This is an optimization exercise on Yosys and OpenROAD, whose aim is small area, not a production implementation.
No run shown here included a check of the RTL's function; only the layout flow was run.
Power is estimated from default activity; no workload was simulated.

--- flow/run.sh ---
#!/bin/bash
# synth_recipe.tcl (not shown) runs the flow's synth.tcl, then flattens the netlist and writes it again
# the make line also repeats each setting of config.mk as NAME=value (left out here)
make -C /OpenROAD-flow-scripts/flow DESIGN_CONFIG=/design/flow/config.mk WORK_HOME=/design/flow/orfs CLKGATE_MAP_FILE= SYNTH_SCRIPT=/design/flow/synth_recipe.tcl finish
--- flow/constraint.sdc ---
create_clock -name core_clock -period 8.0 [get_ports {clk}]
set_input_delay 1.6000 -clock core_clock [delete_from_list [all_inputs] [get_ports {clk}]]
set_output_delay 1.6000 -clock core_clock [all_outputs]
set_load 0.01 [all_outputs]
--- flow/config.mk ---
export PLATFORM = sky130hd
export DESIGN_NAME = beam_tx
export DESIGN_NICKNAME = beam_tx
export VERILOG_FILES = /design/flow/design.v
export SDC_FILE = /design/flow/constraint.sdc
export NUM_CORES = 4
export LEC_CHECK = 0
export CAP_MARGIN = 20
export CORE_MARGIN = 2
export CORE_UTILIZATION = 40
export SLEW_MARGIN = 20
--- flow/design.v ---
`timescale 1ns/1ns
module beam_tx (
    input  logic                          clk,
    input  logic                          rst,
    input  logic                          psel,
    input  logic                          penable,
    input  logic                          pwrite,
    input  logic [3:0]                    paddr,
    input  logic [31:0]                   pwdata,
    output logic [31:0]                   prdata,
    output logic                          pready,
    output logic                          pslverr,
    output logic [16-1:0]  tx_array,
    output logic                          scan_done
);
    function automatic logic [10:0] radd10(input logic [9:0] a, input logic [9:0] b, input logic ci);
        logic c;
        c = ci;
        for (int i = 0; i < 10; i++) begin
            radd10[i] = a[i] ^ b[i] ^ c;
            c = (a[i] & b[i]) | (c & (a[i] ^ b[i]));
        end
        radd10[10] = c;
    endfunction
    function automatic logic [12:0] rdec13(input logic [12:0] a);
        logic b;
        b = 1'b1;
        for (int i = 0; i < 13; i++) begin
            rdec13[i] = a[i] ^ b;
            b = b & ~a[i];
        end
    endfunction
    logic        access, wr_en;
    logic [7:0]  r_0;
    logic [7:0]  step;
    logic [12:0] num_points;
    logic        start;
    logic        done_flag;
    logic        busy;
    assign access = psel && penable;
    assign wr_en  = access && pwrite;
    always_ff @(posedge clk) begin
        if (rst) begin
            r_0        <= '0;
            step       <= '0;
            num_points <= '0;
        end else if (wr_en) begin
            if (paddr == 4'h0) begin
                r_0  <= pwdata[7:0];
                step <= pwdata[15:8];
            end
            if (paddr == 4'h4) begin
                num_points <= pwdata[12:0];
            end
        end
    end
    always_ff @(posedge clk) begin
        if (rst) begin
            start     <= 1'b0;
            done_flag <= 1'b0;
        end else begin
            start <= wr_en && (paddr == 4'h8) && pwdata[0] && !busy;
            if (start) begin
                done_flag <= 1'b0;
            end else if (scan_done) begin
                done_flag <= 1'b1;
            end
        end
    end
    assign pready  = 1'b1;
    assign pslverr = access && (paddr[1:0] != 2'b00);
    always_comb begin
        prdata = '0;
        if (access && !pwrite) begin
            case (paddr)
                4'h0:    prdata = {16'b0, step, r_0};
                4'h4: prdata = {19'b0, num_points};
                4'hC: prdata = {30'b0, done_flag, busy};
                default:          prdata = '0;
            endcase
        end
    end
    localparam logic [1:0] ST_IDLE  = 2'd0;
    localparam logic [1:0] ST_WAIT  = 2'd1;    
    localparam logic [1:0] ST_FIRST = 2'd2;    
    localparam logic [1:0] ST_TX    = 2'd3;    
    logic [1:0]  state;
    logic [12:0] pts_left;    
    logic [4:0]  p;           
    logic [6:0]  acc;         
    logic [6:0]  w;           
    logic        dir;         
    logic [3:0]  j;           
    logic [9:0]  v;           
    assign busy = (state != ST_IDLE);
    logic [4:0]  q;
    logic [2:0]  r;
    logic        big;
    assign big = (w[6:5] != 2'd0) || (w[4] && (w[3:0] != 4'd0 || dir));
    always_comb begin
        q = 5'd0;
        r = 3'd0;
        if ({dir, w} == 8'd0) begin q = 5'd16; r = 3'd0; end
        if ({dir, w} == 8'd1) begin q = 5'd16; r = 3'd0; end
        if ({dir, w} == 8'd128) begin q = 5'd16; r = 3'd0; end
        if ({dir, w} == 8'd2) begin q = 5'd8; r = 3'd0; end
        if ({dir, w} == 8'd129) begin q = 5'd8; r = 3'd0; end
        if ({dir, w} == 8'd3) begin q = 5'd5; r = 3'd1; end
        if ({dir, w} == 8'd130) begin q = 5'd5; r = 3'd1; end
        if ({dir, w} == 8'd4) begin q = 5'd4; r = 3'd0; end
        if ({dir, w} == 8'd131) begin q = 5'd4; r = 3'd0; end
        if ({dir, w} == 8'd5) begin q = 5'd3; r = 3'd1; end
        if ({dir, w} == 8'd132) begin q = 5'd3; r = 3'd1; end
        if ({dir, w} == 8'd6) begin q = 5'd2; r = 3'd4; end
        if ({dir, w} == 8'd133) begin q = 5'd2; r = 3'd4; end
        if ({dir, w} == 8'd7) begin q = 5'd2; r = 3'd2; end
        if ({dir, w} == 8'd134) begin q = 5'd2; r = 3'd2; end
        if ({dir, w} == 8'd8) begin q = 5'd2; r = 3'd0; end
        if ({dir, w} == 8'd135) begin q = 5'd2; r = 3'd0; end
        if ({dir, w} == 8'd9) begin q = 5'd1; r = 3'd7; end
        if ({dir, w} == 8'd136) begin q = 5'd1; r = 3'd7; end
        if ({dir, w} == 8'd10) begin q = 5'd1; r = 3'd6; end
        if ({dir, w} == 8'd137) begin q = 5'd1; r = 3'd6; end
        if ({dir, w} == 8'd11) begin q = 5'd1; r = 3'd5; end
        if ({dir, w} == 8'd138) begin q = 5'd1; r = 3'd5; end
        if ({dir, w} == 8'd12) begin q = 5'd1; r = 3'd4; end
        if ({dir, w} == 8'd139) begin q = 5'd1; r = 3'd4; end
        if ({dir, w} == 8'd13) begin q = 5'd1; r = 3'd3; end
        if ({dir, w} == 8'd140) begin q = 5'd1; r = 3'd3; end
        if ({dir, w} == 8'd14) begin q = 5'd1; r = 3'd2; end
        if ({dir, w} == 8'd141) begin q = 5'd1; r = 3'd2; end
        if ({dir, w} == 8'd15) begin q = 5'd1; r = 3'd1; end
        if ({dir, w} == 8'd142) begin q = 5'd1; r = 3'd1; end
        if ({dir, w} == 8'd16) begin q = 5'd1; r = 3'd0; end
        if ({dir, w} == 8'd143) begin q = 5'd1; r = 3'd0; end
    end
    logic        lt;
    logic [10:0] s;
    logic [10:0] s_lo;
    logic [10:0] s_hi;
    logic [6:0]  acc_next;
    logic        wait_st;
    logic [10:0] p_sum;
    logic        last;
    function automatic logic lt3(input logic [2:0] a, input logic [2:0] b);
        logic l;
        l = 1'b0;
        for (int i = 0; i < 3; i++) begin
            l = (~a[i] & b[i]) | (~(a[i] ^ b[i]) & l);
        end
        lt3 = l;
    endfunction
    assign lt       = (acc[6:4] == 3'd0) && (big || (!acc[3] && lt3(acc[2:0], r)));
    assign s        = radd10({3'd0, acc}, lt ? {3'd0, w} : 10'd0, lt && dir);
    assign s_lo     = radd10({6'd0, s[3:0]}, {7'h7f, ~r}, 1'b1);
    assign s_hi     = radd10({6'd0, s[7:4]}, 10'h3ff, 1'b0);
    assign acc_next = big ? {s_hi[2:0], s[3:0]} : {3'd0, s_lo[3:0]};
    assign wait_st  = (state == ST_WAIT);
    assign p_sum    = radd10({5'd0, p}, {5'd0, q[4:1] & {4{!wait_st}}, q[0] | wait_st}, lt && !wait_st);
    assign last     = p_sum[4] | p_sum[5];
    function automatic logic [15:0] therm(input logic [4:0] x);
        for (int k = 0; k < 16; k++) begin
            logic g;
            g = 1'b0;
            for (int b = 0; b < 4; b++) begin
                if (((k >> b) & 1) == 0) g = x[b] | g;
                else                     g = x[b] & g;
            end
            therm[k] = x[4] | g;
        end
    endfunction
    logic [15:0] fire;
    assign fire = therm({last, p_sum[3:0]}) & ~therm((state == ST_FIRST) ? 5'd0 : p);
    always_comb begin
        for (int i = 0; i < 16; i++) begin
            tx_array[i] = state[1] && (dir ? fire[15-i] : fire[i]);
        end
    end
    logic [10:0] v_dec;
    assign v_dec = radd10(v, {3'b111, ~w}, !dir);    
    always_ff @(posedge clk) begin
        if (wait_st && p == 5'd10) begin
            dir <= step[7];
            w   <= step[6:0] ^ {7{step[7]}};
            j   <= (r_0[7:2] == 6'd0) ? {step[7], ~step[7], ~step[7], ~step[7]} : 4'd0;
            case (r_0[1:0])
                2'd0: v <= 10'd0;
                2'd1: v <= 10'd259;
                2'd2: v <= 10'd519;
                default: v <= 10'd779;
            endcase
        end else if (j != 4'd0 && v_dec[10]) begin
            v <= v_dec[9:0];
            j <= {j[3] & (j[2:0] != 3'd0), j[2] ^ (j[1:0] == 2'd0), j[1] ^ ~j[0], ~j[0]};
        end
    end
    always_ff @(posedge clk) begin
        if (rst) begin
            state     <= ST_IDLE;
            scan_done <= 1'b0;
        end else begin
            scan_done <= 1'b0;
            case (state)
                ST_IDLE: begin
                    if (start) begin
                        state    <= ST_WAIT;
                        p        <= 5'd10;
                        pts_left <= num_points;
                    end
                end
                ST_WAIT: begin
                    p <= p_sum[4:0];
                    if (p == 5'd21) begin
                        state <= ST_FIRST;
                        p     <= {1'b0, j};
                        acc   <= (j == 4'd0) ? 7'd0 : v[6:0];
                    end
                end
                default: begin
                    p     <= last ? 5'd16 : p_sum[4:0];
                    acc   <= acc_next;
                    state <= ST_TX;
                    if (last) begin
                        if (pts_left[12:1] == 12'd0) begin
                            state     <= ST_IDLE;
                            scan_done <= 1'b1;
                        end else begin
                            state    <= ST_WAIT;
                            pts_left <= rdec13(pts_left);
                        end
                    end
                end
            endcase
        end
    end
endmodule
==> tab_implementation.tex, run 1 <==
\begin{tabular}{lr}
\hline
Metric & Value \\
\hline
\multicolumn{2}{l}{\textbf{Status}} \\
Outcome & timing/DRC/antenna clean \\
\multicolumn{2}{l}{\textbf{Final layout}} \\
Utilization of the core after routing & 49.0\% \\
Synthesis-to-finish area growth & 20.6\% \\
Finished Cell Area & 6430 um\^{}2 \\
Most common cell after layout, fill and taps aside & nand2\_1 \\
Final Net Count & 743 \\
Leading cell types in the layout, fill and taps excluded & nand2\_1, nor2\_1, clkdlybuf4s50\_1 \\
FILL cells & 1238 \\
Fraction of layout instances using a drive strength above 1 & 9.00\% \\
Number of diodes & 0 \\
\multicolumn{2}{l}{\textbf{Power}} \\
Worst IR Drop VDD & 0.0989 mV \\
Static leakage & 0.00248 uW \\
Power Density & 182 nW/um\^{}2 \\
\multicolumn{2}{l}{\textbf{Yosys}} \\
Netlist Area Pre-Place & 5340 um\^{}2 \\
Register area share after synthesis & 39.2\% \\
Post-synthesis area per instance & 8.81 um\^{}2 \\
Post-synth EDFFs & 47 \\
Top cell type's share of synthesized area & 26.4\% \\
Most instantiated flip-flop cell in the synthesis netlist & edfxtp\_1 \\
Fraction of the mapped netlist area in adder cells & 12.2\% \\
Dominant combinational cell family by area after synthesis & simple AND/OR/NAND/NOR gates \\
Dominant cells by area after synthesis & edfxtp\_1, dfxtp\_1, fa\_1 \\
Mux cell area share after synthesis & 2.06\% \\
Compound-gate portion of the synthesized area & 16.6\% \\
Number of instances in the synthesized netlist & 606 \\
Unique cell type count in the Yosys netlist & 62 \\
Post-synthesis sequential element count & 81 \\
Asr flop ratio synth & 0\% \\
Xor/xnor share of the synthesized area & 1.97\% \\
Area share of and/or/nand/nor cells after synthesis & 19.6\% \\
Cell taking the most area after synthesis & edfxtp\_1 \\
Yosys warning count & 1 \\
\multicolumn{2}{l}{\textbf{GRT}} \\
GR Util All Layers & 18.8\% \\
Global Route met3 Usage & 3.52\% \\
Global routing's busiest layer & met2 \\
Met2 demand-to-capacity share in global routing & 30.6\% \\
Pin count of the biggest net entering global routing & 37 \\
Global route overflow & 0 \\
Number of antenna violations at the first check in global routing & 0 \\
Grt met1 use & 25.5\% \\
Vias in the first global route & 4388 \\
First-pass GRT wire length & 21700 um \\
\multicolumn{2}{l}{\textbf{Worst setup path}} \\
Worst Path Max Fanout & 6 \\
Required time reported for the critical path endpoint & 6400 ps \\
Worst reg2reg startpoint & w[0]\$\_DFFE\_PP\_ \\
Reg2Reg Setup Slack & 2240 ps \\
Worst setup path class & reg -> out \\
Arrival time at the worst endpoint & 6160 ps \\
Launching element type of the critical path & flop \\
Worst reg2reg path depth & 20 \\
Category of the worst setup path capture point & output port \\
R2r endpoint & pts\_left[12]\$\_DFFE\_PP\_ \\
\multicolumn{2}{l}{\textbf{Placement}} \\
Number of port buffers & 58 \\
Post-DP Area & 6050 um\^{}2 \\
Post-detailed-placement half-perimeter wirelength & 9610 um \\
Worst-case setup slack after placement & 442 ps \\
Global placer's final weighted congestion & 0.862 \\
\multicolumn{2}{l}{\textbf{Die}} \\
Overall die width & 120 um \\
Area enclosed by the die boundary & 14300 um\^{}2 \\
Initial cell density of the core & 40.6\% \\
Height of the chip & 120 um \\
Core Box Area & 13100 um\^{}2 \\
Number of top-level pins & 92 \\
Cell row count & 42 \\
\multicolumn{2}{l}{\textbf{Detailed routing}} \\
Antenna violation net count after detailed routing & 0 \\
Wire length reported by the detailed router & 13100 um \\
Post-route DRC & 0 \\
Via total after detailed routing & 4478 \\
Routed wire length per instance & 15.5 um \\
Initial detailed-routing violation count & 329 \\
TritonRoute pass-1 iters & 5 \\
Detail-routed via count per cell & 5.31 \\
\multicolumn{2}{l}{\textbf{Hold path}} \\
Hold worst-path end & done\_flag\$\_SDFFE\_PP0P\_ \\
Count of cells along the worst hold path & 1 \\
Launch instance of the worst min-delay path & start\$\_SDFF\_PP0\_ \\
Hold crit path type & reg -> reg \\
\multicolumn{2}{l}{\textbf{STA}} \\
Final max-slew violation count & 0 \\
Worst hold slack & 461 ps \\
Maximum clock skew at final layout & 8.04 ps \\
Top achievable clock speed & 0.129 GHz \\
Final-report hold violation count & 0 \\
Final setup violation count & 0 \\
Slew of the pin with the lowest slew margin & 795 ps \\
Period minus WS final & 7760 ps \\
Worst Slack Setup Final & 238 ps \\
Relative slew slack & 46.9\% \\
Fraction of the cycle the final worst path needs & 97.0\% \\
Final setup TNS & 0 ps \\
\multicolumn{2}{l}{\textbf{Clock tree}} \\
Clock tree from TritonCTS & done \\
Root Buffer & clkbuf\_16 \\
Number of CTS-inserted buffers & 9 \\
Clock latency reported for the late side of the worst-skew pair & 330 ps \\
CTS HTree Levels & 3 \\
Clock-pin slew reported for the worst setup and hold paths after clock tree synthesis & 60 ps \\
TritonCTS sink count & 81 \\
Maximum root-to-sink buffer count & 2 \\
\multicolumn{2}{l}{\textbf{Run}} \\
Total of max-cap violations & 0 \\
\hline
\end{tabular}
-- how the worst max path moves through the flow --
stage | slack (ps) | depth (start not counted) | from | to
floorplan | 940 | 18 | dir$_DFFE_PP_ | tx_array[15]
global placement | 470 | 17 | w[4]$_DFFE_PP_ | tx_array[15]
detailed placement | 440 | 19 | w[0]$_DFFE_PP_ | tx_array[15]
CTS | 50 | 19 | w[0]$_DFFE_PP_ | tx_array[15]
global route | -5 | 19 | w[0]$_DFFE_PP_ | tx_array[15]
finish | 240 | 19 | w[0]$_DFFE_PP_ | tx_array[15]
-- metal layers --
layer	vias to the layer above	wire length, um
li1	2204	-
met1	2113	6060
met2	152	6180
met3	9	690
met4	0	140
met5	-	0
-- cell families (layout without fill, tap and decap cells) --
| kind of cell | count (synthesis) | in the layout |
|---|---|---|
| AND/OR/NAND/NOR | 225 | 225 |
| AO/OA/AOI/OAI | 139 | 139 |
| buffers and inverters | 96 | 142 |
| flip-flops | 81 | 81 |
| adder cells (fa/ha/maj) | 40 | 40 |
| XOR/XNOR | 12 | 12 |
| multiplexers | 11 | 11 |
| other | 2 | 17 |
-- metrics by stage --
stage / std cells / power (uW)
final: 843 / 1170
after global routing: 843 / 1240
after CTS: 835 / 1180
after detailed placement: 819 / 799
after global placement: 819 / 789
after floorplan: 621 / 727
-- report_power, final --
group	total [uW]	switching (uW)	internal, uW
Sequential	552	31.4	521
Combinational	239	138	101
Clock	378	159	219
-- synth_stat cells (5+ instances only) --
cell      count
o22ai_1      12
nand4_1       5
mux2i_1      11
xor2_1       10
buf_4        17
or2_2         6
inv_1        43
edfxtp_1     47
dfxtp_1      34
clkbuf_1     27
nor3_1        8
and2_1        6
o21ai_0      15
nand2b_1      7
ha_1         20
a22oi_1      16
fa_1         20
nand2_1      93
nand3_1       7
a21oi_1      55
nor2b_1       6
a31oi_1       7
nor2_1       60
-- flip-flops by register name, indices dropped and copies added, names as in the netlist --
register and cells:
acc 7, dir 1, done_flag 1, j 4, num_points 13, p 5, pts_left 13, r_0 8
scan_done 1, start 1, state 2, step 8, v 10, w 7
-- repair_timing --
action | in CTS | in global routing
endpoints found under the setup margin | 0 | 14
endpoints found under the hold margin | 0 | 0
hold buffers | 0 | 0
resized for setup | 0 | 11
setup buffers | 0 | 8
-- worst max-delay path, stage by stage, from the launching register on --
cell             delay (ps)
edfxtp_1                530
or2_4                   310
mux2i_1                 140
nand2_1                 110
a31oi_2                 160
ha_1                    270
nor4bb_1                150
o2111a_1                140
o31a_1                  320
and2_1                  180
fa_1                    400
fa_2                    360
fa_1                    390
fa_1                    390
fa_1                    480
or4_4                   590
nand2b_1                190
a41oi_1                 190
nor2b_1                  70
clkdlybuf4s50_1         470
-- final cells by class --
cell class | count | area, um^2 | share of cell area (%)
Multi-Input combinational cell | 444 | 2920 | 45.4
Sequential cell | 81 | 2090 | 32.5
Timing Repair Buffer | 82 | 764 | 11.9
Clock buffer | 12 | 246 | 3.83
Tap cell | 176 | 220 | 3.42
Inverter | 44 | 165 | 2.57
Clock inverter | 4 | 26.3 | 0.408
==> run 2: changes to the inputs <==
--- a/flow/design.v
+++ b/flow/design.v
@@ -196,4 +196,23 @@
     end
     always_ff @(posedge clk) begin
+        case (state)
+            ST_IDLE: begin
+                p        <= 5'd10;
+                pts_left <= num_points;
+            end
+            ST_WAIT: begin
+                p   <= (p == 5'd21) ? {1'b0, j} : p_sum[4:0];
+                acc <= (j == 4'd0) ? 7'd0 : v[6:0];
+            end
+            default: begin
+                p   <= last ? 5'd16 : p_sum[4:0];
+                acc <= acc_next;
+                if (last) begin
+                    pts_left <= rdec13(pts_left);
+                end
+            end
+        endcase
+    end
+    always_ff @(posedge clk) begin
         if (rst) begin
             state     <= ST_IDLE;
@@ -204,20 +223,13 @@
                 ST_IDLE: begin
                     if (start) begin
-                        state    <= ST_WAIT;
-                        p        <= 5'd10;
-                        pts_left <= num_points;
+                        state <= ST_WAIT;
                     end
                 end
                 ST_WAIT: begin
-                    p <= p_sum[4:0];
                     if (p == 5'd21) begin
                         state <= ST_FIRST;
-                        p     <= {1'b0, j};
-                        acc   <= (j == 4'd0) ? 7'd0 : v[6:0];
                     end
                 end
                 default: begin
-                    p     <= last ? 5'd16 : p_sum[4:0];
-                    acc   <= acc_next;
                     state <= ST_TX;
                     if (last) begin
@@ -226,6 +238,5 @@
                             scan_done <= 1'b1;
                         end else begin
-                            state    <= ST_WAIT;
-                            pts_left <= rdec13(pts_left);
+                            state <= ST_WAIT;
                         end
                     end
==> tab_implementation.tex, run 2 <==
\begin{tabular}{lr}
\hline
Metric & Value \\
\hline
\multicolumn{2}{l}{\textbf{Status}} \\
Outcome & timing/DRC/antenna clean \\
\multicolumn{2}{l}{\textbf{Final layout}} \\
Final Net Count & 741 (-0.27\%) \\
Synthesis-to-finish area growth & 20.9\% \\
Multi-input combinational cell area & 2930 um\^{}2 (+0.51\%) \\
Leading cell types in the layout, fill and taps excluded & nand2\_1, clkdlybuf4s50\_1, nor2\_1, a21oi\_1, edfxtp\_1 \\
Most common cell after layout, fill and taps aside & nand2\_1 \\
Fraction of layout instances using a drive strength above 1 & 9.47\% (+0.48 points) \\
Biggest registers after layout & num\_points (13), pts\_left (13), v (10) \\
Reg area & 2040 um\^{}2 (-2.4\%) \\
Post-route non-filler standard cell count & 841 (-0.24\%) \\
FILL cells & 1242 (+0.32\%) \\
Number of diodes & 0 (unchanged) \\
\multicolumn{2}{l}{\textbf{STA}} \\
Top achievable clock speed & 0.128 GHz (-0.84\%) \\
Fraction of the cycle the final worst path needs & 97.8\% (+0.82 points) \\
Final max-slew violation count & 0 (unchanged) \\
Worst Slack Setup Final & 173 ps (-65.5 ps) \\
Maximum clock skew at final layout & 10.5 ps (+2.50 ps) \\
Slew of the pin with the lowest slew margin & 894 ps (+99.6 ps) \\
Relative slew slack & 39.9\% (-6.9 points) \\
Final setup violation count & 0 (unchanged) \\
Period minus WS final & 7830 ps (+65.5 ps) \\
Final-report hold violation count & 0 (unchanged) \\
Final setup TNS & 0 ps (unchanged) \\
\multicolumn{2}{l}{\textbf{Yosys}} \\
Yosys warning count & 1 (unchanged) \\
Netlist Area Pre-Place & 5300 um\^{}2 (-0.66\%) \\
Top cell type's share of synthesized area & 23.8\% (-2.7 points) \\
Post-synth EDFFs & 42 (-11\%) \\
Unique cell type count in the Yosys netlist & 56 (-9.7\%) \\
Asr flop ratio synth & 0\% (unchanged) \\
Number of instances in the synthesized netlist & 600 (-0.99\%) \\
Dominant cells by area after synthesis & edfxtp\_1, dfxtp\_1, fa\_1 \\
Most instantiated library cell after synthesis & nand2\_1 \\
Register area share after synthesis & 38.5\% (-0.68 points) \\
Most instantiated flip-flop cell in the synthesis netlist & edfxtp\_1 \\
Cell taking the most area after synthesis & edfxtp\_1 \\
Post-synthesis sequential element count & 81 (unchanged) \\
Synth top cells by count & nand2\_1, nor2\_1, a21oi\_1, edfxtp\_1, inv\_1 \\
Post-synthesis area per instance & 8.84 um\^{}2 (+0.34\%) \\
\multicolumn{2}{l}{\textbf{Clock tree}} \\
Clock latency reported for the late side of the worst-skew pair & 340 ps (about the same) \\
Clock-pin slew reported for the worst setup and hold paths after clock tree synthesis & 60 ps (about the same) \\
Number of CTS-inserted buffers & 9 (unchanged) \\
Maximum root-to-sink buffer count & 2 (unchanged) \\
TritonCTS sink count & 81 (unchanged) \\
Clock tree from TritonCTS & done \\
Root Buffer & clkbuf\_16 \\
CTS HTree Levels & 3 (unchanged) \\
\multicolumn{2}{l}{\textbf{Worst setup path}} \\
Cell with the largest stage delay on the worst path & or4\_4 \\
Startpoint of the most critical setup path & w[0]\$\_DFFE\_PP\_ \\
Required time reported for the critical path endpoint & 6400 ps (about the same) \\
Number of buffer and inverter stages on the critical path & 2 (+1) \\
Worst Path Max Fanout & 7 (+1) \\
Category of the worst setup path capture point & output port \\
Reg2Reg Setup Slack & 2280 ps (+40 ps) \\
Launching element type of the critical path & flop \\
Dominant delay contributor by cell family on the critical path & adder cells \\
Maximum cell stage delay along the critical path & 600 ps (about the same) \\
R2r endpoint & state[1]\$\_SDFFE\_PP0P\_ \\
Critical Path Stages & 20 (+1) \\
Arrival time at the worst endpoint & 6230 ps (+70 ps) \\
Worst setup path class & reg -> out \\
Worst reg2reg path depth & 19 (-5.0\%) \\
Cells along the critical path & buf\_4, and3b\_1, o21ai\_1, o21ai\_0, and2\_1, ha\_1, a21oi\_1, nor2\_1, a211o\_1, and3\_1, fa\_1, fa\_1, fa\_1, fa\_2, fa\_2, or4\_4, nor3\_4, nor3\_1, o21a\_1, clkdlybuf4s50\_1 \\
Critical Path Most Common Cell & fa\_1 \\
Worst setup path end & tx\_array[15] \\
Worst reg2reg startpoint & w[0]\$\_DFFE\_PP\_ \\
\multicolumn{2}{l}{\textbf{GRT}} \\
Vias in the first global route & 4270 (-2.7\%) \\
Global route overflow & 0 (unchanged) \\
GR Util All Layers & 18.7\% (-0.14 points) \\
Number of antenna violations at the first check in global routing & 0 (unchanged) \\
First-pass GRT wire length & 21300 um (-1.8\%) \\
Pin count of the biggest net entering global routing & 37 (unchanged) \\
\multicolumn{2}{l}{\textbf{Die}} \\
Initial cell density of the core & 40.5\% (-0.10 points) \\
Overall die width & 119 um (-0.31\%) \\
Core Box Area & 13100 um\^{}2 (-0.40\%) \\
Height of the chip & 119 um (-0.31\%) \\
Number of top-level pins & 92 (unchanged) \\
Cell row count & 42 (unchanged) \\
Area enclosed by the die boundary & 14200 um\^{}2 (-0.63\%) \\
\multicolumn{2}{l}{\textbf{Placement}} \\
Worst-case setup slack after placement & 192 ps (-250 ps) \\
Global placer's final weighted congestion & 0.845 (-1.9\%) \\
Number of port buffers & 58 (unchanged) \\
Post-detailed-placement half-perimeter wirelength & 9490 um (-1.3\%) \\
Placed insts & 809 (-1.2\%) \\
\multicolumn{2}{l}{\textbf{Hold path}} \\
Hold crit path type & reg -> reg \\
Launch instance of the worst min-delay path & start\$\_SDFF\_PP0\_ \\
Count of cells along the worst hold path & 1 (unchanged) \\
\multicolumn{2}{l}{\textbf{Power}} \\
Switching share of total power & 31.6\% (+3.5 points) \\
Clock Power Share & 28.1\% (-4.2 points) \\
Net switching power of the design & 431 uW (+31\%) \\
Combinational Power Share & 28.1\% (+7.6 points) \\
Part of the total power dissipated in sequential elements & 43.8\% (-3.4 points) \\
Static leakage & 0.00251 uW (+0.99\%) \\
Power Density & 212 nW/um\^{}2 (+17\%) \\
Worst IR Drop VDD & 0.101 mV (+2.6\%) \\
Internal cell power & 931 uW (+11\%) \\
\multicolumn{2}{l}{\textbf{Detailed routing}} \\
Antenna violation net count after detailed routing & 0 (unchanged) \\
Initial detailed-routing violation count & 339 (+3.0\%) \\
Post-route DRC & 0 (unchanged) \\
Wire length reported by the detailed router & 13200 um (+0.80\%) \\
Routed wire length per instance & 15.7 um (+1.0\%) \\
Via total after detailed routing & 4533 (+1.2\%) \\
TritonRoute pass-1 iters & 5 (unchanged) \\
Detail-routed via count per cell & 5.39 (+1.5\%) \\
\multicolumn{2}{l}{\textbf{Run}} \\
Total of max-cap violations & 0 (unchanged) \\
\hline
\end{tabular}
run 2: changes by cell type after synthesis, moves of 5 or more:
| cell | change |
|---|---|
| o22ai_1 | -8 |
| edfxtp_1 | -5 |
| nor3_1 | +7 |
| clkbuf_1 | -8 |
| nand2_1 | -8 |
| buf_2 | +7 |
| o32ai_1 | +5 |
| dfxtp_1 | +5 |
| nand3_1 | +10 |
run 2: what timing repair did:
| action | CTS | global route |
|---|---|---|
| buffers inserted | 6 | 10 |
| endpoints found under the setup margin | 10 | 16 |
| hold buffers | 0 | 0 |
| cloned | 0 | 0 |
| pin swaps | 0 | 4 |
| resized for setup | 3 | 14 |
run 2: worst min path at each step:
| stage | endpoint |
|---|---|
| floorplan | done_flag$_SDFFE_PP0P_ |
| global route | done_flag$_SDFFE_PP0P_ |
| global placement | done_flag$_SDFFE_PP0P_ |
| finish | done_flag$_SDFFE_PP0P_ |
| detailed placement | done_flag$_SDFFE_PP0P_ |
| CTS | done_flag$_SDFFE_PP0P_ |
run 2: through the flow:
step                      instance area, um^2  util (%)  hold WS (ps)  power, uW
after floorplan                          5360         -           392        871
after global placement                   5960      45.6           449        967
after detailed placement                 5960      45.6           460        979
after CTS                                6290      48.1           465       1360
after global routing                     6410      49.0           480       1460
final                                    6410      49.0           459       1360
run 2: cell families after synthesis:
kind of cell,count (synthesis),synth area share [%]
AOI/OAI and AO/OA,132,15.9
xor gates and xnor gates,11,1.82
adders and majority gates,40,12.3
buffers and inverters,91,8.12
DFF,81,38.5
muxes,9,1.75
other,2,0.142
and+or+nand+nor,234,21.5
run 2: layout make-up:
cell class	count	share of cell area (%)
Clock buffer	11	3.79
Clock inverter	5	0.488
Inverter	40	2.34
Multi-Input combinational cell	443	45.8
Sequential cell	81	31.9
Tap cell	176	3.43
Timing Repair Buffer	85	12.3
run 2: layer usage:
layer	global-route usage (%)	routed length (um)	up-vias
met1	25.7	6160	2148
met5	0	0	-
met3	3.21	693	19
met2	29.5	6060	158
li1	-	-	2208
met4	6.92	265	0
run 2: power groups by stage:
stage | Sequential, uW | Clock, uW | Combinational (uW)
after floorplan | 584 | 0 | 286
after global placement | 602 | 0 | 364
after detailed placement | 605 | 0 | 374
after CTS | 596 | 386 | 381
after global routing | 607 | 402 | 450
final | 597 | 383 | 383
run 2: worst reg2reg max path, stage by stage (launching register included):
cell and delay, ps:
edfxtp_1 480, buf_4 190, and3b_1 170, o21ai_1 150, o21ai_0 150, and2_1 200
ha_1 290, a21oi_1 160, nor2_1 50, a211o_1 300, and3_1 220, fa_1 380
fa_1 410, fa_1 410, fa_2 370, fa_2 540, buf_4 170, o21ai_0 230
nand2_1 410, a211oi_1 360
==> run 3: changes to the inputs <==
--- a/flow/design.v
+++ b/flow/design.v
@@ -35,7 +35,8 @@
     logic [7:0]  step;
     logic [12:0] num_points;
-    logic        start;
     logic        done_flag;
     logic        busy;
+    logic        pre;         
+    logic        idle;
     assign access = psel && penable;
     assign wr_en  = access && pwrite;
@@ -57,13 +58,9 @@
     always_ff @(posedge clk) begin
         if (rst) begin
-            start     <= 1'b0;
             done_flag <= 1'b0;
-        end else begin
-            start <= wr_en && (paddr == 4'h8) && pwdata[0] && !busy;
-            if (start) begin
-                done_flag <= 1'b0;
-            end else if (scan_done) begin
-                done_flag <= 1'b1;
-            end
+        end else if (pre) begin
+            done_flag <= 1'b0;
+        end else if (scan_done) begin
+            done_flag <= 1'b1;
         end
     end
@@ -88,10 +85,19 @@
     logic [12:0] pts_left;    
     logic [4:0]  p;           
-    logic [6:0]  acc;         
+    logic [9:0]  acc;         
     logic [6:0]  w;           
     logic        dir;         
     logic [3:0]  j;           
-    logic [9:0]  v;           
-    assign busy = (state != ST_IDLE);
+    logic [6:0]  v;           
+    logic        wait_st;
+    logic        search;
+    logic        reload;
+    assign idle      = (state == ST_IDLE);
+    assign wait_st   = (state == ST_WAIT);
+    assign pre       = wait_st && (p == 5'd3);
+    assign busy      = !idle && !pre;
+    assign scan_done = idle && (p == 5'd26);
+    assign search    = wait_st && !p[4];
+    assign reload    = wait_st && (p[3:0] == 4'hf);
     logic [4:0]  q;
     logic [2:0]  r;
@@ -135,12 +141,4 @@
         if ({dir, w} == 8'd143) begin q = 5'd1; r = 3'd0; end
     end
-    logic        lt;
-    logic [10:0] s;
-    logic [10:0] s_lo;
-    logic [10:0] s_hi;
-    logic [6:0]  acc_next;
-    logic        wait_st;
-    logic [10:0] p_sum;
-    logic        last;
     function automatic logic lt3(input logic [2:0] a, input logic [2:0] b);
         logic l;
@@ -151,10 +149,19 @@
         lt3 = l;
     endfunction
-    assign lt       = (acc[6:4] == 3'd0) && (big || (!acc[3] && lt3(acc[2:0], r)));
-    assign s        = radd10({3'd0, acc}, lt ? {3'd0, w} : 10'd0, lt && dir);
+    logic        lt;
+    logic        add_u;
+    logic [10:0] s;
+    logic [10:0] s_lo;
+    logic [10:0] s_hi;
+    logic [6:0]  acc_next;
+    logic [10:0] p_sum;
+    logic        last;
+    assign lt    = (acc[6:4] == 3'd0) && (big || (!acc[3] && lt3(acc[2:0], r)));
+    assign add_u = lt && !search;
+    assign s        = radd10(acc, search ? {3'b111, ~w} : (add_u ? {3'd0, w} : 10'd0),
+                             search ? !dir : (add_u && dir));
     assign s_lo     = radd10({6'd0, s[3:0]}, {7'h7f, ~r}, 1'b1);
     assign s_hi     = radd10({6'd0, s[7:4]}, 10'h3ff, 1'b0);
     assign acc_next = big ? {s_hi[2:0], s[3:0]} : {3'd0, s_lo[3:0]};
-    assign wait_st  = (state == ST_WAIT);
     assign p_sum    = radd10({5'd0, p}, {5'd0, q[4:1] & {4{!wait_st}}, q[0] | wait_st}, lt && !wait_st);
     assign last     = p_sum[4] | p_sum[5];
@@ -177,55 +184,74 @@
         end
     end
-    logic [10:0] v_dec;
-    assign v_dec = radd10(v, {3'b111, ~w}, !dir);    
-    always_ff @(posedge clk) begin
-        if (wait_st && p == 5'd10) begin
+    logic        jz;
+    assign jz = (j == 4'd0);
+    always_ff @(posedge clk) begin
+        if (wait_st && p == 5'd4) begin
             dir <= step[7];
             w   <= step[6:0] ^ {7{step[7]}};
-            j   <= (r_0[7:2] == 6'd0) ? {step[7], ~step[7], ~step[7], ~step[7]} : 4'd0;
-            case (r_0[1:0])
-                2'd0: v <= 10'd0;
-                2'd1: v <= 10'd259;
-                2'd2: v <= 10'd519;
-                default: v <= 10'd779;
-            endcase
-        end else if (j != 4'd0 && v_dec[10]) begin
-            v <= v_dec[9:0];
+        end
+    end
+    always_ff @(posedge clk) begin
+        if (wait_st && p == 5'd4) begin
+            j <= (r_0[7:2] == 6'd0) ? {step[7], ~step[7], ~step[7], ~step[7]} : 4'd0;
+        end else if (search && !jz && s[10]) begin
             j <= {j[3] & (j[2:0] != 3'd0), j[2] ^ (j[1:0] == 2'd0), j[1] ^ ~j[0], ~j[0]};
         end
     end
     always_ff @(posedge clk) begin
-        case (state)
-            ST_IDLE: begin
-                p        <= 5'd10;
-                pts_left <= num_points;
-            end
-            ST_WAIT: begin
-                p   <= (p == 5'd21) ? {1'b0, j} : p_sum[4:0];
-                acc <= (j == 4'd0) ? 7'd0 : v[6:0];
-            end
-            default: begin
-                p   <= last ? 5'd16 : p_sum[4:0];
-                acc <= acc_next;
-                if (last) begin
-                    pts_left <= rdec13(pts_left);
-                end
-            end
-        endcase
-    end
+        if (reload && !p[4]) begin
+            v <= jz ? 7'd0 : acc[6:0];
+        end
+    end
+    always_ff @(posedge clk) begin
+        if (state[1]) begin
+            acc <= {3'd0, acc_next};
+        end else if (reload) begin
+            acc <= p[4] ? {3'd0, v} : (jz ? 10'd0 : acc);
+        end else if (wait_st && p == 5'd4) begin
+            if (r_0[7:2] != 6'd0) begin
+                acc <= 10'd0;
+            end else begin
+                case (r_0[1:0])
+                    2'd0: acc <= 10'd0;
+                    2'd1: acc <= 10'd259;
+                    2'd2: acc <= 10'd519;
+                    default: acc <= 10'd779;
+                endcase
+            end
+        end else if (search && !jz && s[10]) begin
+            acc <= s[9:0];
+        end
+    end
+    always_ff @(posedge clk) begin
+        if (rst || idle) begin
+            p <= 5'd3;
+        end else if (wait_st) begin
+            p <= reload ? {1'b0, j} : p_sum[4:0];
+        end else begin
+            p <= last ? 5'd26 : p_sum[4:0];
+        end
+    end
+    always_ff @(posedge clk) begin
+        if (pre) begin
+            pts_left <= num_points;
+        end else if (state[1] && last) begin
+            pts_left <= rdec13(pts_left);
+        end
+    end
+    logic go;
+    assign go = wr_en && (paddr == 4'h8) && pwdata[0];
     always_ff @(posedge clk) begin
         if (rst) begin
-            state     <= ST_IDLE;
-            scan_done <= 1'b0;
+            state <= ST_IDLE;
         end else begin
-            scan_done <= 1'b0;
             case (state)
                 ST_IDLE: begin
-                    if (start) begin
+                    if (go) begin
                         state <= ST_WAIT;
                     end
                 end
                 ST_WAIT: begin
-                    if (p == 5'd21) begin
+                    if (reload) begin
                         state <= ST_FIRST;
                     end
@@ -234,10 +260,5 @@
                     state <= ST_TX;
                     if (last) begin
-                        if (pts_left[12:1] == 12'd0) begin
-                            state     <= ST_IDLE;
-                            scan_done <= 1'b1;
-                        end else begin
-                            state <= ST_WAIT;
-                        end
+                        state <= (pts_left[12:1] == 12'd0) ? ST_IDLE : ST_WAIT;
                     end
                 end
==> tab_implementation.tex, run 3 <==
\begin{tabular}{lr}
\hline
Metric & Value \\
\hline
\multicolumn{2}{l}{\textbf{Run}} \\
Total of max-cap violations & 0 (unchanged) \\
\multicolumn{2}{l}{\textbf{STA}} \\
Top achievable clock speed & 0.129 GHz (+1.2\%) \\
Final setup violation count & 0 (unchanged) \\
RSZ-0062 raised after global routing & false \\
Final-report hold violation count & 0 (unchanged) \\
Period minus WS final & 7740 ps (-89.3 ps) \\
Relative slew slack & 33.6\% (-6.3 points) \\
Fraction of the cycle the final worst path needs & 96.7\% (-1.1 points) \\
Final setup TNS & 0 ps (unchanged) \\
Final max-slew violation count & 0 (unchanged) \\
Maximum clock skew at final layout & 6.92 ps (-3.61 ps) \\
Slew of the pin with the lowest slew margin & 995 ps (+101 ps) \\
\multicolumn{2}{l}{\textbf{Detailed routing}} \\
Antenna violation net count after detailed routing & 0 (unchanged) \\
Wire length reported by the detailed router & 13900 um (+5.6\%) \\
TritonRoute pass-1 iters & 5 (unchanged) \\
Detail-routed via count per cell & 5.45 (+1.2\%) \\
Routed wire length per instance & 16.3 um (+4.2\%) \\
Via total after detailed routing & 4647 (+2.5\%) \\
Initial detailed-routing violation count & 431 (+27\%) \\
Post-route DRC & 0 (unchanged) \\
\multicolumn{2}{l}{\textbf{Power}} \\
Combinational Power Share & 3.5\% (-25 points) \\
Static leakage & 0.00249 uW (-0.56\%) \\
Internal cell power & 733 uW (-21\%) \\
Power Density & 138 nW/um\^{}2 (-35\%) \\
Part of the total power dissipated in sequential elements & 46.5\% (+2.7 points) \\
Switching share of total power & 19.3\% (-12 points) \\
Worst IR Drop VDD & 0.116 mV (+14\%) \\
Total design power & 909 uW (-33\%) \\
Net switching power of the design & 176 uW (-59\%) \\
Clock Power Share & 50.0\% (+22 points) \\
\multicolumn{2}{l}{\textbf{Hold path}} \\
Count of cells along the worst hold path & 2 (+1) \\
Hold crit path type & reg -> reg \\
\multicolumn{2}{l}{\textbf{GRT}} \\
GR Util All Layers & 19.4\% (+0.76 points) \\
Grt met1 use & 26.5\% (+0.80 points) \\
Vias in the first global route & 4562 (+6.8\%) \\
Global routing's busiest layer & met2 \\
Global route overflow & 0 (unchanged) \\
Number of antenna violations at the first check in global routing & 0 (unchanged) \\
First-pass GRT wire length & 22900 um (+7.4\%) \\
Global Route met3 Usage & 2.34\% (-0.87 points) \\
Met2 demand-to-capacity share in global routing & 32.0\% (+2.5 points) \\
Pin count of the biggest net entering global routing & 39 (+5.4\%) \\
\multicolumn{2}{l}{\textbf{Placement}} \\
Post-detailed-placement half-perimeter wirelength & 10300 um (+8.7\%) \\
Global placer's final weighted congestion & 0.909 (+7.5\%) \\
Number of port buffers & 58 (unchanged) \\
\multicolumn{2}{l}{\textbf{Worst setup path}} \\
Arrival time at the worst endpoint & 6140 ps (-90 ps) \\
Worst reg2reg path depth & 27 (+8) \\
Worst Path Max Fanout & 8 (+1) \\
Reg2Reg Setup Slack & 1290 ps (-990 ps) \\
Launching element type of the critical path & flop \\
Worst setup path class & reg -> out \\
Required time reported for the critical path endpoint & 6400 ps (about the same) \\
Category of the worst setup path capture point & output port \\
\multicolumn{2}{l}{\textbf{Yosys}} \\
Synth top cells by count & nor2\_1, nand2\_1, a21oi\_1, dfxtp\_1, edfxtp\_1 \\
Top cell type's share of synthesized area & 21.2\% (-2.6 points) \\
Most instantiated library cell after synthesis & nor2\_1 \\
Post-synth EDFFs & 39 (-7.1\%) \\
Netlist Area Pre-Place & 5530 um\^{}2 (+4.3\%) \\
Number of instances in the synthesized netlist & 625 (+4.2\%) \\
Yosys warning count & 1 (unchanged) \\
Post-synthesis area per instance & 8.85 um\^{}2 (+0.15\%) \\
Most instantiated flip-flop cell in the synthesis netlist & dfxtp\_1 \\
Asr flop ratio synth & 0\% (unchanged) \\
Unique cell type count in the Yosys netlist & 72 (+29\%) \\
Dominant cells by area after synthesis & edfxtp\_1, dfxtp\_1, fa\_1 \\
Post-synthesis sequential element count & 79 (-2.5\%) \\
Register area share after synthesis & 35.7\% (-2.9 points) \\
Cell taking the most area after synthesis & edfxtp\_1 \\
\multicolumn{2}{l}{\textbf{Die}} \\
Overall die width & 122 um (+2.1\%) \\
Initial cell density of the core & 41.4\% (+0.92 points) \\
Core Box Area & 13300 um\^{}2 (+2.0\%) \\
Cell row count & 42 (unchanged) \\
Height of the chip & 122 um (+2.1\%) \\
Area enclosed by the die boundary & 14800 um\^{}2 (+4.2\%) \\
Number of top-level pins & 92 (unchanged) \\
\multicolumn{2}{l}{\textbf{Clock tree}} \\
Root Buffer & clkbuf\_16 \\
TritonCTS sink count & 79 (-2.5\%) \\
Number of hold-repair buffers added at the cts stage & 0 (unchanged) \\
CTS HTree Levels & 3 (unchanged) \\
Number of CTS-inserted buffers & 9 (unchanged) \\
Clock tree from TritonCTS & done \\
Maximum root-to-sink buffer count & 2 (unchanged) \\
Clock latency reported for the late side of the worst-skew pair & 340 ps (about the same) \\
Clock-pin slew reported for the worst setup and hold paths after clock tree synthesis & 60 ps (about the same) \\
\multicolumn{2}{l}{\textbf{Final layout}} \\
Number of diodes & 0 (unchanged) \\
Most common cell after layout, fill and taps aside & nor2\_1 \\
Reg area & 1970 um\^{}2 (-3.4\%) \\
Multi-input combinational cell area & 3200 um\^{}2 (+9.0\%) \\
Leading cell types in the layout, fill and taps excluded & nor2\_1, nand2\_1, clkdlybuf4s50\_1 \\
Final Net Count & 746 (+0.67\%) \\
Synthesis-to-finish area growth & 18.7\% \\
Biggest registers after layout & num\_points (13), pts\_left (13), acc (10) \\
FILL cells & 1289 (+3.8\%) \\
Fraction of layout instances using a drive strength above 1 & 9.32\% (-0.15 points) \\
\multicolumn{2}{l}{\textbf{Status}} \\
Outcome & timing/DRC/antenna clean \\
\hline
\end{tabular}
[run 3: changes by cell type after synthesis, sizes merged, moves of 6 or more]
cell / before / now
nor2: 56 / 78
nand2: 85 / 67
mux2i: 7 / 24
and2: 2 / 12
o21ai: 16 / 26
a22oi: 13 / 21
a211oi: 7 / 1
nand3: 17 / 11
o32ai: 7 / 1
[run 3: worst paths after layout]
check,endpoint,from
setup / recovery,tx_array[4],w[3]$_DFFE_PP_
hold / removal,r_0[3]$_SDFFE_PP0P_,r_0[3]$_SDFFE_PP0P_
setup reg to reg,acc[0]$_DFFE_PP_,w[3]$_DFFE_PP_
hold reg to reg,r_0[3]$_SDFFE_PP0P_,r_0[3]$_SDFFE_PP0P_
[run 3: metrics by stage]
step	cells	setup slack, ps	utilization, %	cell area (um^2)	hold slack (ps)
4_1_cts	846	20.6	48.7	6500	473
3_3_place_gp	828	413	46.0	6140	457
5_1_grt	852	7.59	49.2	6570	507
6_report	852	262	49.2	6570	470
3_5_place_dp	828	360	46.0	6140	464
2_1_floorplan	640	1270	-	5590	420
[run 3: cells by family after synthesis]
logic type               synth area share, %
buffers and inverters                   7.99
flip-flops                              35.7
AO/OA/AOI/OAI                           17.0
other                                  0.136
AND/OR/NAND/NOR                         21.8
XOR/XNOR                                1.90
adder cells (fa/ha/maj)                 10.2
multiplexers                            5.36
[run 3: layout make-up]
cell class	instances	area share, %
Inverter	36	2.06
Timing Repair Buffer	74	10.7
Clock buffer	15	4.73
Clock inverter	1	0.457
Tap cell	176	3.35
Sequential cell	79	30.0
Multi-Input combinational cell	471	48.7
[run 3: what timing repair did]
action | in CTS | in global routing
setup buffers | 2 | 6
hold endpoints to repair | 0 | 0
setup endpoints to repair | 2 | 16
gates resized for setup | 0 | 7
[run 3: layer usage]
layer | up-vias | part of all wire, %
li1 | 2260 | -
met1 | 2219 | 47
met2 | 150 | 46
met3 | 18 | 5.0
met4 | 0 | 1.8
met5 | - | 0
[run 3: critical path: stages (launching register included)]
cell	delay, ps
edfxtp_1	540
buf_4	230
xor2_1	140
nand3_1	110
o211ai_1	130
and2_1	190
ha_1	280
a21oi_1	140
nor2_1	70
o311a_1	390
fa_1	410
fa_1	390
fa_1	390
fa_1	400
fa_1	550
nor3_2	320
a21oi_2	50
buf_4	190
buf_4	140
nand3_1	60
o21ai_0	70
and2_1	160
clkdlybuf4s50_1	470
[run 3: power by group through the flow]
stage          Combinational, uW  Clock [uW]  Sequential [uW]
2_1_floorplan               20.2           0              431
3_3_place_gp                31.1           0              431
3_5_place_dp                31.3           0              431
4_1_cts                     31.4         462              422
5_1_grt                     34.5         481              422
6_report                    31.6         455              422

## what the ideal ports hide
The results above use ideal ports. As a check the final layouts listed here were re-extracted and re-timed, cells and wires unchanged. Step 1 (the two cells are an assumption about what drives the block):
set clk [get_ports {clk}]
set_driving_cell -lib_cell sky130_fd_sc_hd__clkbuf_16 $clk
set_driving_cell -lib_cell sky130_fd_sc_hd__buf_2 [delete_from_list [all_inputs] $clk]
Step 2 adds t to the input delays and takes it off the output delays; t is the mean of the earliest and latest rising clock arrival at the registers after step 1. Input paths then give back, and output paths get back, about the clock's delay inside the block. Three values: ideal, step 1, step 2; two values: the first two.
run	shift t [ns]	slack for setup (ns)	hold slack, ns	worst setup path at the end	cell pins on the clock port's net
run 1	0.368	0.238 / 0.199 / 0.567	0.461 / 0.461 / 0.461	register to output	1
run 2	0.376	0.173 / 0.133 / 0.509	0.459 / 0.459 / 0.459	register to output	1
run 3	0.364	0.262 / 0.229 / 0.594	0.470 / 0.470 / 0.470	register to output	1
After both steps every run listed still meets setup and hold.
